This is an optimization exercise on Yosys and OpenROAD, whose aim is small area, not a production implementation.
Function was checked by simulation only, so behaviour that the tests miss may differ from the original.

Design sp_noise_removal, start of the top module:
module sp_noise_removal
#(
    parameter int SIGMA = 160
) (
    input  logic        clk,
    input  logic        rst_n,
    input  logic        en_i,
    input  logic [59:0] col_i,
    input  logic        border_pass_i,
    output logic [11:0] data_o,
    output logic        en_o
);
Size: roughly 2100 cells after synthesis, about 300 flip-flops, about 0.017 mm² of cells after synthesis.
==> module sp_noise_removal, before the edit <==
module sp_noise_removal
#(
    parameter int SIGMA = 160
) (
    input  logic        clk,
    input  logic        rst_n,
    input  logic        en_i,
    input  logic [59:0] col_i,
    input  logic        border_pass_i,
    output logic [11:0] data_o,
    output logic        en_o
);
    localparam int THRESH = (SIGMA * 68) >> 4;   
    localparam logic [11:0] LO_LIM = 12'(THRESH);          
    localparam logic [11:0] HI_LIM = 12'(4095 - THRESH);   
    logic [11:0] r0, r1, r2, r3, r4;
    assign r0 = col_i[59:48];
    assign r1 = col_i[47:36];
    assign r2 = col_i[35:24];
    assign r3 = col_i[23:12];
    assign r4 = col_i[11:0];
    logic [11:0] p0_1, p0_2, p0_3, p0_4, p0_5;
    logic [11:0] p1_1, p1_2, p1_3, p1_4;
    logic [11:0] p2_1, p2_2, p2_3, n2_4, n2_5;
    logic [11:0] n3_1, n3_2, n3_3, n3_4;
    logic [11:0] n4_1, n4_2, n4_3, n4_4, n4_5;
    logic [11:0] nr4, n2_3;
    assign nr4  = ~r4;
    assign n2_3 = ~p2_3;
    always_ff @(posedge clk) begin
        p0_1 <= r0;  p0_2 <= p0_1; p0_3 <= p0_2; p0_4 <= p0_3; p0_5 <= p0_4;
        p1_1 <= r1;  p1_2 <= p1_1; p1_3 <= p1_2; p1_4 <= p1_3;
        p2_1 <= r2;  p2_2 <= p2_1; p2_3 <= p2_2; n2_4 <= n2_3; n2_5 <= n2_4;
        n3_1 <= ~r3; n3_2 <= n3_1; n3_3 <= n3_2; n3_4 <= n3_3;
        n4_1 <= nr4; n4_2 <= n4_1; n4_3 <= n4_2; n4_4 <= n4_3; n4_5 <= n4_4;
    end
    function automatic logic [11:0] absd(input logic [11:0] a, input logic [11:0] nb);
        logic [11:0] p, g, pp, gg, c;
        logic        gt;
        p = a ^ nb;
        g = a & nb;
        pp = p;
        gg = g;
        for (int l = 0; l < 4; l++) begin
            for (int i = 0; i < 12; i++) begin
                if ((i >> l) & 1) begin
                    gg[i] = gg[i] | (pp[i] & gg[((i >> l) << l) - 1]);
                    pp[i] = pp[i] & pp[((i >> l) << l) - 1];
                end
            end
        end
        gt = gg[11];
        c[0] = gt;
        for (int i = 1; i < 12; i++) c[i] = gg[i-1] | (pp[i-1] & gt);
        absd = p ^ c ^ {12{~gt}};
    endfunction
    function automatic logic [12:0] gsum(input logic [11:0] x, input logic [11:0] y);
        gsum = {1'b0, x} + {1'b0, y};
    endfunction
    function automatic logic [11:0] intp4(input logic [11:0] oa, input logic [11:0] ob,
                                          input logic [11:0] ia, input logic [11:0] ib);
        logic [10:0] x, y, z, w;
        logic [11:0] s1, c1, s2, c2;
        logic [12:0] t;
        x = oa[11:1];
        y = ob[11:1];
        z = ia[11:1];
        w = ib[11:1];
        s1 = {1'b0, x ^ y ^ z};
        c1 = {(x & y) | (x & z) | (y & z), oa[0] | ob[0]};
        s2 = s1 ^ c1 ^ {1'b0, w};
        c2 = {(s1[10:0] & c1[10:0]) | (s1[10:0] & w) | (c1[10:0] & w), ia[0] | ib[0]};
        t = {1'b0, s2} + {1'b0, c2} + 13'd1;
        intp4 = t[12:1];
    endfunction
    logic [12:0] g_h, g_v, g_d, g_z;
    assign g_h = gsum(absd(r2,   n2_4), absd(p2_1, n2_3));
    assign g_v = gsum(absd(p0_2, n4_2), absd(p1_2, n3_2));
    assign g_d = gsum(absd(r0,   n4_4), absd(p1_1, n3_3));
    assign g_z = gsum(absd(p0_4, nr4 ), absd(p1_3, n3_1));
    logic lt_vh, lt_dh, lt_zh, lt_dv, lt_zv, lt_zd;
    assign lt_vh = g_v < g_h;
    assign lt_dh = g_d < g_h;
    assign lt_zh = g_z < g_h;
    assign lt_dv = g_d < g_v;
    assign lt_zv = g_z < g_v;
    assign lt_zd = g_z < g_d;
    logic [1:0] dir;   
    always_comb begin
        if (lt_zh && lt_zv && lt_zd)       dir = 2'd3;
        else if (lt_dh && lt_dv)           dir = 2'd2;
        else if (lt_vh)                    dir = 2'd1;
        else                               dir = 2'd0;
    end
    logic [1:0] dir_q;
    logic       border_q;
    always_ff @(posedge clk) begin
        dir_q    <= dir;
        border_q <= border_pass_i;
    end
    logic [11:0] oa, ob, ia, ib;
    always_comb begin
        case (dir_q)
            2'd0:    begin oa = p2_1; ob = ~n2_5; ia = p2_2; ib = ~n2_4; end
            2'd1:    begin oa = p0_3; ob = ~n4_3; ia = p1_3; ib = ~n3_3; end
            2'd2:    begin oa = p0_1; ob = ~n4_5; ia = p1_2; ib = ~n3_4; end
            default: begin oa = p0_5; ob = ~n4_1; ia = p1_4; ib = ~n3_2; end
        endcase
    end
    logic [11:0] intp;
    assign intp = intp4(oa, ob, ia, ib);
    logic replace;
    assign replace = !border_q &&
                     (((p2_3 == 12'd0)   && (intp > LO_LIM)) ||
                      ((p2_3 == 12'hfff) && (intp < HI_LIM)));
    always_ff @(posedge clk) begin
        data_o <= replace ? intp : p2_3;
    end
    logic [2:0] run_q;
    logic       full;
    logic       v1_q;
    assign full = run_q[2];
    always_ff @(posedge clk or negedge rst_n) begin
        if (!rst_n) begin
            run_q <= '0;
            v1_q  <= 1'b0;
            en_o  <= 1'b0;
        end else begin
            run_q <= !en_i ? 3'd0 : (full ? run_q : run_q + 3'd1);
            v1_q  <= en_i && full;
            en_o  <= v1_q;
        end
    end
endmodule
Settings: LEC_CHECK=0, ABC_AREA=1, CAP_MARGIN=20, CORE_MARGIN=2, CORE_UTILIZATION=40, CTS_BUF_LIST=sky130_fd_sc_hd__clkbuf_4, CTS_CLUSTER_SIZE=30, GPL_TIMING_DRIVEN=0, SLEW_MARGIN=20; clock period 6.0 ns.
standard.sh (not shown) runs the stock make flow with config.mk's settings and CLKGATE_MAP_FILE= SYNTH_SCRIPT=/design/flow/synth_recipe.tcl, a recipe that flattens the netlist after the stock synthesis.
==> flow/flow/run.sh <==
#!/bin/bash
# The standard layout, except that ports are buffered with buf_1 and the clock
# tree is built without dummy loads. Synthesis and every other step are the
# standard flow's.
set -euo pipefail
bash standard.sh BUFFER_PORTS_ARGS="-buffer_cell sky130_fd_sc_hd__buf_1" \
  CTS_ARGS="-sink_clustering_enable -repair_clock_nets -sink_clustering_size 30 -buf_list sky130_fd_sc_hd__clkbuf_4 -dont_use_dummy_load" \
  finish > standard_flow.log 2>&1
Then changed:
--- a/flow/design.v
+++ b/flow/design.v
@@ -93,14 +93,14 @@
         x = oa[11:1];
         y = ob[11:1];
         z = ia[11:1];
         w = ib[11:1];
         s1 = {1'b0, x ^ y ^ z};
-        c1 = {(x & y) | (x & z) | (y & z), oa[0] | ob[0]};
+        c1 = {(x & y) | (x & z) | (y & z), 1'b0};
         s2 = s1 ^ c1 ^ {1'b0, w};
-        c2 = {(s1[10:0] & c1[10:0]) | (s1[10:0] & w) | (c1[10:0] & w), ia[0] | ib[0]};
-        t = {1'b0, s2} + {1'b0, c2} + 13'd1;
+        c2 = {(s1[10:0] & c1[10:0]) | (s1[10:0] & w) | (c1[10:0] & w), 1'b0};
+        t = {1'b0, s2} + {1'b0, c2} + {12'd0, oa[0] | ob[0]} + {12'd0, ia[0] | ib[0]} + 13'd1;
         intp4 = t[12:1];
     endfunction
     logic [12:0] g_h, g_v, g_d, g_z;
     assign g_h = gsum(absd(r2,   n2_4), absd(p2_1, n2_3));
     assign g_v = gsum(absd(p0_2, n4_2), absd(p1_2, n3_2));
The new run produced a clean layout.
Utilization fell by 0.42 points.
Worst hold slack degrades by 9.4 ps.
Via count goes up by 0.67%.
Design area is higher by 0.84%.
Count of clock-buffer cells in the layout is unchanged.
Routed wire length came out higher by about 1.3%.
Register-to-register slack gets better by 20 ps.
Critical path depth shrinks by 4.
Fmax went up by 0.75%.
Setup slack is better by 43 ps.
Cell count went up by about 1.8%.

## static timing again, ports no longer ideal
In the flow no input, the clock included, has a driving cell. The finished layouts below were timed again as built, in two steps. Step 1: set_driving_cell puts a clkbuf_16 on clk and a buf_2 on each other input, an assumption about the parent block. Step 2 also shifts input and output timing later by t, the mid clock arrival at the registers, as if the neighbouring blocks saw the same clock. Three values: no drivers, after step 1, after step 2; two values: the first two.
| run | t, ns | slack for setup (ns) | latest minus earliest clock arrival (ns) | worst register clock-pin slew, ns |
|---|---|---|---|---|
| the first run | 0.782 | 0.297 / 0.324 / -0.458 | 0.136 / 0.136 | 0.07 / 0.07 |
| the second run | 0.785 | 0.339 / 0.368 / -0.417 | 0.064 / 0.065 | 0.08 / 0.08 |
With both steps, setup timing fails in the first run and the second run, where it was met with ideal ports. For the second run, which loses most, drivers alone change the setup slack by +0.029 ns; drivers and shift together by -0.756 ns.
